From an optimization exercise on the open Yosys and OpenROAD flow, aimed at small area; shortcuts taken in it are not production practice.
At most, simulation tests tie the RTL to the original design; equivalence was not proved.
Power and IR drop assume default switching activity.

== the reference run ==
Design console_buffer, start of the top module:
module console_buffer (
  input  logic       clk,
  input  logic       rst,
  input  logic       i_char_stb,
  input  logic [7:0] i_char,
  input  logic       i_alt_func_en,
  input  logic [2:0] i_tab_count,
  input  logic       i_clear_screen_stb,
  output logic       o_wr_char_rdy,
  input  logic       i_read_frame_stb,
  input  logic       i_char_req_en,
  output logic       o_char_rdy,
  output logic [7:0] o_char
);
For scale: roughly 570 flip-flops, about 19000 sq um of cells after synthesis.
==> module char_ram, before the edit <==
module char_ram (
  input  logic       clk,
  input  logic       rst,
  input  logic       i_we,         
  input  logic [3:0] i_wr_col,
  input  logic [7:0] i_wr_data,
  input  logic       i_move,       
  input  logic [1:0] i_move_slot,
  input  logic       i_hist_clear,  
  input  logic [3:0] i_rd_col,
  input  logic [2:0] i_rd_src,     
  output logic [7:0] o_rd_data
);
  logic [7:0]  cur [16];
  logic [7:0]  hist [3][16];
  logic [3:0]  turn;
  logic [3:0]  cur_col;
  logic [3:0]  hist_col;
  logic [7:0]  row_d [4];   
  logic [7:0]  cur_d;
  logic [7:0]  rd;
  always_ff @(posedge clk) begin
    if (rst) begin
      turn <= '0;
    end else begin
      turn <= turn + 4'd1;
    end
  end
  always_ff @(posedge clk) begin
    if (i_move) begin
      cur[turn] <= console_code_pkg::BLANK_CHAR;
    end else if (i_we) begin
      cur[i_wr_col] <= i_wr_data;
    end
  end
  assign cur_col  = i_move ? turn : i_rd_col;
  assign hist_col = i_rd_col - turn;   
  always_comb begin
    logic [7:0] quad [4];
    logic [3:0] c;
    for (int k = 0; k < 4; k++) begin
      c = (k == 3) ? cur_col : hist_col;
      for (int q = 0; q < 4; q++) begin
        quad[q] = '0;
        for (int i = 0; i < 4; i++) begin
          quad[q] |= ((k == 3) ? cur[q*4 + i] : hist[k][q*4 + i]) & {8{c[1:0] == i[1:0]}};
        end
      end
      row_d[k] = '0;
      for (int q = 0; q < 4; q++) row_d[k] |= quad[q] & {8{c[3:2] == q[1:0]}};
    end
  end
  assign cur_d = row_d[3];
  always_ff @(posedge clk) begin
    for (int k = 0; k < 3; k++) begin
      for (int i = 0; i < 15; i++) begin
        hist[k][i] <= hist[k][i+1];
      end
      if (i_hist_clear) begin
        hist[k][15] <= console_code_pkg::BLANK_CHAR;
      end else if (i_move && (i_move_slot == k[1:0])) begin
        hist[k][15] <= cur_d;
      end else begin
        hist[k][15] <= hist[k][0];
      end
    end
  end
  always_comb begin
    case (i_rd_src)
      3'd0:    rd = row_d[0];
      3'd1:    rd = row_d[1];
      3'd2:    rd = row_d[2];
      3'd3:    rd = row_d[3];
      default: rd = console_code_pkg::BLANK_CHAR;
    endcase
  end
  always_ff @(posedge clk) begin
    o_rd_data <= rd;
  end
endmodule
Settings: LEC_CHECK=0, CAP_MARGIN=20, CORE_MARGIN=2, CORE_UTILIZATION=60, CTS_BUF_LIST=sky130_fd_sc_hd__clkbuf_8, CTS_CLUSTER_DIAMETER=60, CTS_CLUSTER_SIZE=16, SLEW_MARGIN=20, SYNTH_MEMORY_MAX_BITS=4096; clock period 5.0 ns.
standard.sh (not shown) runs the stock make flow with config.mk's settings and CLKGATE_MAP_FILE= SYNTH_SCRIPT=/design/flow/synth_recipe.tcl, a recipe that flattens the netlist after the stock synthesis.
==> flow/flow/run.sh <==
#!/bin/bash
# Standard layout, with port buffers of the smallest buffer and no dummy clock loads.
set -e
export BUFFER_PORTS_ARGS="-buffer_cell sky130_fd_sc_hd__buf_1"
export CTS_ARGS="-sink_clustering_enable -repair_clock_nets -dont_use_dummy_load -sink_clustering_size 16 -sink_clustering_max_diameter 60 -buf_list sky130_fd_sc_hd__clkbuf_8"
bash standard.sh > standard.log 2>&1
Both conditions hold for the reference run: the flow ran to the end and the final layout passed the timing, design-rule and antenna checks.
Changes in the trial run relative to the reference run:
==> flow/design.v, changed modules only <==
module char_ram (
  input  logic       clk,
  input  logic       rst,
  input  logic       i_we,         
  input  logic [3:0] i_wr_col,
  input  logic [7:0] i_wr_data,
  input  logic       i_move,       
  input  logic [1:0] i_move_slot,
  input  logic       i_hist_clear,  
  input  logic [3:0] i_rd_col,
  input  logic [2:0] i_rd_src,     
  output logic [7:0] o_rd_data
);
  logic [7:0]  cur [16];
  logic [7:0]  hist [3][16];
  logic [3:0]  turn;
  logic [3:0]  cur_col;
  logic [3:0]  hist_col;
  logic [15:0] cur_sel;    
  logic [15:0] hist_sel;   
  logic [7:0]  cur_d;
  logic [7:0]  hist_d [3];
  logic [7:0]  rd;
  always_ff @(posedge clk) begin
    if (rst) begin
      turn <= '0;
    end else begin
      turn <= turn + 4'd1;
    end
  end
  always_ff @(posedge clk) begin
    if (i_move) begin
      cur[turn] <= console_code_pkg::BLANK_CHAR;
    end else if (i_we) begin
      cur[i_wr_col] <= i_wr_data;
    end
  end
  assign cur_col  = i_move ? turn : i_rd_col;
  assign hist_col = i_rd_col - turn;   
  always_comb begin
    for (int i = 0; i < 16; i++) begin
      cur_sel[i]  = (cur_col == i[3:0]);
      hist_sel[i] = (hist_col == i[3:0]);
    end
    cur_d = '0;
    for (int i = 0; i < 16; i++) cur_d |= cur[i] & {8{cur_sel[i]}};
    for (int k = 0; k < 3; k++) begin
      hist_d[k] = '0;
      for (int i = 0; i < 16; i++) hist_d[k] |= hist[k][i] & {8{hist_sel[i]}};
    end
  end
  always_ff @(posedge clk) begin
    for (int k = 0; k < 3; k++) begin
      for (int i = 0; i < 15; i++) begin
        hist[k][i] <= hist[k][i+1];
      end
      if (i_hist_clear) begin
        hist[k][15] <= console_code_pkg::BLANK_CHAR;
      end else if (i_move && (i_move_slot == k[1:0])) begin
        hist[k][15] <= cur_d;
      end else begin
        hist[k][15] <= hist[k][0];
      end
    end
  end
  always_comb begin
    case (i_rd_src)
      3'd0:    rd = hist_d[0];
      3'd1:    rd = hist_d[1];
      3'd2:    rd = hist_d[2];
      3'd3:    rd = cur_d;
      default: rd = console_code_pkg::BLANK_CHAR;
    endcase
  end
  always_ff @(posedge clk) begin
    o_rd_data <= rd;
  end
endmodule
Results
On effective utilization at floorplan, the trial run and the reference run are neck and neck. Between the trial run and the reference run, the met1 routing resource usage after global routing is higher for the trial run. In the reports for the trial run and the reference run, the larger signed area change from the synthesized netlist to the final layout belongs to the reference run. Between the reference run and the trial run, global-route usage increased. The trial run -> the reference run: core utilization flat. Summary: with the reference run as the reference, number of combinational gates with multiple inputs in the trial run moved up by more than a quarter. Power went up by more than a quarter going from the reference run to the trial run. In the trial run, the share of total power consumed by net switching came out 8.0 points above the value in the reference run. From the trial run to the reference run, post-CTS setup buffer count did not move at all. Re die boundary width: the trial run and the reference run aren't equal, and the higher value belongs to the trial run. The trial run ended up with a higher global-route met2 utilization than the reference run did. Looking at detailed route wirelength on metal3, the trial run sits about 20% higher than the reference run does.
For the reference run, only the layout was checked, not whether the RTL still works.

separate check: timing with driven ports:
The results above use ideal ports. As a check the final layouts listed here were re-extracted and re-timed, cells and wires unchanged. Step 1, drivers: a clkbuf_16 drives clk and a buf_2 each remaining input, both assumed. Step 2, shift: input delay + t, output delay - t, t = (earliest + latest rising clock arrival at the registers) / 2. This alone moves slack from input paths to output paths. Slacks: ideal / step 1 / step 2; pairs: ideal / step 1.
run	t, ns	setup slack, ns	hold WS [ns]	latest minus earliest clock arrival (ns)	pins driven straight from the clock port
the reference run	0.605	1.097 / 1.097 / 1.097	0.312 / 0.312 / 0.312	0.073 / 0.072	1
the trial run	0.618	0.903 / 0.903 / 0.903	0.292 / 0.292 / 0.292	0.082 / 0.082	1
After both steps every run listed still meets setup and hold.
